Context: an optimization exercise on an open-source flow, tuned for small area, a short achievable clock period and few clock cycles per item. The choices shown serve that exercise and are no tape-out recipe.
In this exercise RTL edits were held to simulation tests only and were not proved equivalent to the original.

`flow/config.mk`:
```
export PLATFORM = sky130hd
export DESIGN_NAME = inv_byte_substitution_state
export DESIGN_NICKNAME = inv_byte_substitution_state
export VERILOG_FILES = /design/flow/design.v
export SDC_FILE = /design/flow/constraint.sdc
export NUM_CORES = 4
export LEC_CHECK = 0
export CAP_MARGIN = 20
export CORE_MARGIN = 2
export CORE_UTILIZATION = 40
export SLEW_MARGIN = 20
```
`flow/constraint.sdc`:
```
create_clock -name core_clock -period 16.0 [get_ports {i_clock}]
set_input_delay 3.2000 -clock core_clock [delete_from_list [all_inputs] [get_ports {i_clock}]]
set_output_delay 3.2000 -clock core_clock [all_outputs]
set_load 0.01 [all_outputs]
```
`flow/design.v`:
```
package aes_pkg;
    localparam int AES_NB_BYTE  = 8;
    localparam int AES_NB_STATE = 128;
    localparam logic [7:0] AES_POLY        = 8'h1b;
    localparam logic [7:0] INV_AFFINE_CONST = 8'h05;
    localparam logic [7:0] FWD_AFFINE_CONST = 8'h63;
    localparam logic [1:0] ST_IDLE = 2'd0;
    localparam logic [1:0] ST_BUSY = 2'd1;
    localparam logic [1:0] ST_DONE = 2'd2;
endpackage
import aes_pkg::*;
module inv_byte_substitution_algorithm
(
    input  logic [7:0] i_byte,
    output logic [7:0] o_byte
);
    function automatic [7:0] gf_mul;
        input [7:0] a;
        input [7:0] b;
        reg   [7:0] acc;
        reg   [7:0] aa;
        integer     i;
        begin
            acc = 8'h00;
            aa  = a;
            for (i = 0; i < 8; i = i + 1) begin
                if (b[i]) acc = acc ^ aa;
                aa = aa[7] ? ({aa[6:0], 1'b0} ^ AES_POLY) : {aa[6:0], 1'b0};
            end
            gf_mul = acc;
        end
    endfunction
    function automatic [7:0] gf_inv;
        input [7:0] a;
        reg   [7:0] sq;
        reg   [7:0] acc;
        integer     i;
        begin
            sq  = a;
            acc = 8'h01;
            for (i = 1; i < 8; i = i + 1) begin
                sq  = gf_mul(sq, sq);
                acc = gf_mul(acc, sq);
            end
            gf_inv = acc;
        end
    endfunction
    function automatic [7:0] inv_affine;
        input [7:0] x;
        inv_affine = {x[6:0], x[7]} ^ {x[4:0], x[7:5]} ^ {x[1:0], x[7:2]} ^ INV_AFFINE_CONST;
    endfunction
    logic [7:0] affine_s;
    always_comb begin
        affine_s = inv_affine(i_byte);
        o_byte   = gf_inv(affine_s);
    end
endmodule
import aes_pkg::*;
module inv_byte_substitution_state
#(
    parameter int NB_BYTE     = 8,
    parameter int NB_STATE    = 128,
    parameter int NB_PARALLEL = 4
) (
    input  logic                         i_clock,
    input  logic                         i_reset,
    input  logic [NB_STATE-1:0]          i_state,
    input  logic                         i_valid,
    output logic                         o_ready,
    output logic [NB_STATE-1:0]          o_state,
    output logic                         o_valid,
    input  logic                         i_ready
);
    localparam bit PAR_OK   = (NB_PARALLEL == 1) || (NB_PARALLEL == 2) || (NB_PARALLEL == 4) ||
                              (NB_PARALLEL == 8) || (NB_PARALLEL == 16);
    localparam bit BAD_CONF = (NB_BYTE != 8) || (NB_STATE != 128) || !PAR_OK;
    localparam int NB_BEATS = PAR_OK ? (16 / NB_PARALLEL) : 1;
    localparam int NB_CHUNK = AES_NB_BYTE * NB_PARALLEL;
    localparam logic [3:0] LAST_CNT = 4'(NB_BEATS - 1);
    if (BAD_CONF) begin : g_bad_conf
        $error("inv_byte_substitution_state: illegal NB_BYTE/NB_STATE/NB_PARALLEL");
    end
    logic [1:0]              state_q, state_d;
    logic [3:0]              cnt_q, cnt_d;
    logic [AES_NB_STATE-1:0] work_q, work_d;
    logic                    o_valid_q, o_valid_d;
    logic                    ready_s;
    logic [NB_CHUNK-1:0]     chunk_in_s;
    logic [NB_CHUNK-1:0]     chunk_out_s;
    always_comb begin
        chunk_in_s = work_q[int'(cnt_q) * NB_CHUNK +: NB_CHUNK];
    end
    for (genvar l = 0; l < NB_PARALLEL; l++) begin : g_lane
        inv_byte_substitution_algorithm u_alg (
            .i_byte (chunk_in_s[l * AES_NB_BYTE +: AES_NB_BYTE]),
            .o_byte (chunk_out_s[l * AES_NB_BYTE +: AES_NB_BYTE])
        );
    end
    always_comb begin
        state_d = state_q;
        cnt_d   = cnt_q;
        work_d  = work_q;
        ready_s = 1'b0;
        case (state_q)
            ST_IDLE: begin
                ready_s = 1'b1;
                if (i_valid) begin
                    work_d  = i_state;
                    cnt_d   = 4'd0;
                    state_d = ST_BUSY;
                end else begin
                    state_d = ST_IDLE;
                end
            end
            ST_BUSY: begin
                work_d[int'(cnt_q) * NB_CHUNK +: NB_CHUNK] = chunk_out_s;
                if (cnt_q == LAST_CNT) begin
                    cnt_d   = 4'd0;
                    state_d = ST_DONE;
                end else begin
                    cnt_d   = cnt_q + 4'd1;
                end
            end
            ST_DONE: begin
                if (i_ready) begin
                    ready_s = 1'b1;
                    if (i_valid) begin
                        work_d  = i_state;
                        cnt_d   = 4'd0;
                        state_d = ST_BUSY;
                    end else begin
                        state_d = ST_IDLE;
                    end
                end else begin
                    state_d = ST_DONE;
                end
            end
            default: begin
                cnt_d   = 4'd0;
                state_d = ST_IDLE;
            end
        endcase
        o_valid_d = (state_d == ST_DONE);
    end
    always_ff @(posedge i_clock) begin
        if (i_reset) begin
            state_q   <= ST_IDLE;
            cnt_q     <= 4'd0;
            work_q    <= {AES_NB_STATE{1'b0}};
            o_valid_q <= 1'b0;
        end else begin
            state_q   <= state_d;
            cnt_q     <= cnt_d;
            work_q    <= work_d;
            o_valid_q <= o_valid_d;
        end
    end
    assign o_ready = ready_s & ~i_reset;
    assign o_valid = o_valid_q;
    assign o_state = work_q;
endmodule
```
`flow/run.sh`:
```
#!/bin/bash
# synth_recipe.tcl (not shown) runs the flow's synth.tcl, then flattens the netlist and writes it again
# the make line also repeats each setting of config.mk as NAME=value (left out here)
make -C /OpenROAD-flow-scripts/flow DESIGN_CONFIG=/design/flow/config.mk WORK_HOME=/design/flow/orfs CLKGATE_MAP_FILE= SYNTH_SCRIPT=/design/flow/synth_recipe.tcl finish
```
==> impl_metrics.toml <==
[floorplanning]
die_width_um = 412.8
core_um2 = 166500
initial_utilization_pct = 40.15
dieArea_um2 = 170400
num_rows = 150
ios = 262
die_y_um = 412.8

[hold_path]
hold_class = "flip-flop to flip-flop"
min_to = "work_q[60]"
hold_start = "work_q[60]"
holdPathStages = 2

[timing]
slew_headroom_pct = 15.59
timing.final.setup_violations = 0
fmax_ghz = 0.06370
whs_ns = 0.4711
worst_pin_slew_ns = 1.262
slew_violations = 0
rsz0062_at_grt = "yes"
setup-tns-final_ns = 0
period_minus_slack_ns = 15.70
hold_viol_final = 0
finClkSkew_ns = 0.01783
period_share_pct = 98.11

[routing]
drt_iter0_drc = 6876
num_vias = 71690
avgViaCountPerCell = 5.852
drc_errors = 0
drtPass1Iterations = 7
ant_nets = 0
wl_mm = 255.8
avgRoutedWirePerCell_um = 20.88

[synth]
yosys-top-cells-area = "xnor2_1 (22%), nor2_1 (8.3%), xnor3_1 (8.1%)"
synth_top_area_cell = "xnor2_1"
synth_most_common_cell = "xnor2_1"
synth_edf_count = 0
async_reset_ff_share_pct = 0
yosys-top-cells-count = "xnor2_1 (1688), nor2_1 (1475), nand2_1 (851)"
synth_fp_nets = 9351
ys.flop_type = "dfxtp_1"
synth_top_area_share_pct = 22.12
yosys_warnings = 2
yosysUniqueCellTypes = 149
synth.cell_area_um2 = 66830
synthCells = 9188
syn_avg_cell_area_um2 = 7.274
synth_seq_area_share_pct = 4.044
synth_seq_cells = 135

[grt]
grt_max_degree = 90
grt_pass1_vias = 66440
overflow = 0
grtUsageTotal_pct = 28.26
antenna_found_initial = 19
grt_pass1_wl_mm = 389.1

[worst_setup_path]
cpMostUsedCell = "xnor2_1"
slowest_delay_ns = 0.58
cpMaxStageDelayCell = "xnor2_1"
cp.buffers_inverters = 13
crit_family = "XOR/XNOR gates"
startpoint_type = "flip-flop"
crit_fanout = 8
crit-reg2reg-launch = "cnt_q[0]"
crit_type = "flip-flop to flip-flop"
worstSetupEndpointType = "flip-flop"
r2r_end = "work_q[71]"
worst_ep_arrival_time_ns = 16.05
r2r_setup_slack_ns = 0.30
r2r_cells = 73
required_ns = 16.36

[clock_tree]
clockBufferDepth = 2
cts_sinks = 135
postCtsHoldBufs = 0
htree_levels = 4
clkTransAtPathRegs_ns = 0.08
cts_buffers = 17
cts_tree = "done"
cts_root_buf = "clkbuf_16"
clk_latency_ns = 0.48

[placement]
dp_hpwl_mm = 194.8
gp_congestion = 0.9886
portBuffers = 261

[cells_and_area]
nets = 10180
num-fill-cells = 16160
drive_gt1_share_pct = 21.84
area_delta_synth_final_pct = 24.53

[run_status]
status = "timing/DRC/antenna clean"

[flow_run]
max_cap_violations = 0
==> final cells by class <==
cell class              instances  area (µm²)  area share (%)
multi-input cells            8304       64640           77.67
clock buffers                  17       425.4          0.5112
well taps                    2204        2758           3.313
diodes                         13       32.53         0.03909
flip-flops and latches        135        2710           3.256
clock inverters                15       201.4          0.2420
repair buffers               1448       12020           14.44
inverters                     113       439.2          0.5277
==> timing repair <==
item                       CTS  global route
gates cloned                 1             4
pin swaps                   17           206
resized for setup           35           582
setup endpoints to repair  123           128
setup buffers               20           167
==> flip-flops by register name, summed over array words and instances, names as in the netlist <==
name	flops
cnt_q	4
state_q	2
work_q	128
o_valid_q	1
==> worst register-to-register path: cells and delay by family (launching register included) <==
family                   cells  cell delay (ns)
AO/OA/AOI/OAI               20             4.28
flip-flops                   1             0.41
buffers and inverters       13             1.54
multiplexers                 4             1.39
XOR/XNOR                    22             5.14
AND/OR/NAND/NOR             11             2.01
adder cells (fa/ha/maj)      3             0.83
==> logic make-up (layout without fill, tap and decap cells) <==
family	count (synthesis)	after routing	share of synthesized area [%]
compound gates	2090	2090	20.96
buf+inv	751	1593	5.592
fa+ha+maj	33	33	0.6103
xor+xnor	2565	2567	41.98
mux	272	272	4.830
simple gates	3342	3342	21.98
other cells	0	13	0
flops	135	135	4.044
==> worst max path at each step <==
| stage | start | to | slack, ns | cells past startpoint |
|---|---|---|---|---|
| 6_report | cnt_q[0] | work_q[71] | 0.30 | 73 |
| 5_1_grt | cnt_q[0] | work_q[1] | -0.36 | 78 |
| 3_3_place_gp | cnt_q[0] | work_q[21] | -0.26 | 63 |
| 3_5_place_dp | cnt_q[0] | work_q[21] | -0.40 | 63 |
| 2_1_floorplan | cnt_q[0] | work_q[112] | 0.0009 | 74 |
| 4_1_cts | cnt_q[0] | work_q[66] | 0.008 | 73 |
==> cell usage in the layout, fill, tap and decap left out, drive strengths merged, types with 75 or more instances in the layout <==
cell type      netlist  layout
xnor2             1812    1813
nor2              1486    1486
buf                313    1185
nand2              856     856
a21oi              522     522
o21ai              501     501
xor2               466     467
nor3               266     266
clkdlybuf4s50        0     260
xnor3              250     250
nand3              248     248
mux2i              195     195
dfxtp              135     135
a211oi             112     112
o22ai              105     105
inv                 95     104
a31oi               98      98
o211ai              75      75
==> stage by stage <==
stage | instance area [µm²] | utilization [%] | instances | setup WS [ns]
3_5_place_dp | 77570 | 46.60 | 12010 | -0.3996
6_report | 83220 | 49.99 | 12250 | 0.3016
3_3_place_gp | 77560 | 46.59 | 12010 | -0.2631
2_1_floorplan | 67500 | - | 9188 | 0.0009077
5_1_grt | 83220 | 49.99 | 12250 | -0.3624
4_1_cts | 78570 | 47.19 | 12070 | 0.007811
==> routing by layer <==
layer	routed length [µm]	track usage [%]	vias to the layer above
li1	-	-	33790
met1	109000	38.05	34570
met2	120200	46.71	2830
met5	76	0	-
met4	8506	8.753	14
met3	18000	3.601	486
Testbench counts, summed over its fixed seeds: cycles 8,008, items 1,600.

separate check: timing with driven ports:
In the flow no input, the clock included, has a driving cell. The finished layout below was timed again as built, in two steps. Step 1 (the two cells are an assumption about what drives the block):
set clk [get_ports {i_clock}]
set_driving_cell -lib_cell sky130_fd_sc_hd__clkbuf_16 $clk
set_driving_cell -lib_cell sky130_fd_sc_hd__buf_2 [delete_from_list [all_inputs] $clk]
Step 2 times the ports against the registers' clock, not the clock port: input delays grow and output delays shrink by t, the midpoint of the rising clock arrivals with the driver on. Three values: ideal, step 1, step 2; two values: the first two.
t (ns): 0.539
setup WS [ns]: 0.302 / 0.302 / 0.302
worst setup path after step 2: register to register
worst register clock-pin slew, ns: 0.08 / 0.08
worst slew at a driven data input, ns: 0.14
After both steps setup and hold are still met in this run. For this run, drivers alone change the setup slack by 0.000 ns; drivers and shift together by 0.000 ns.
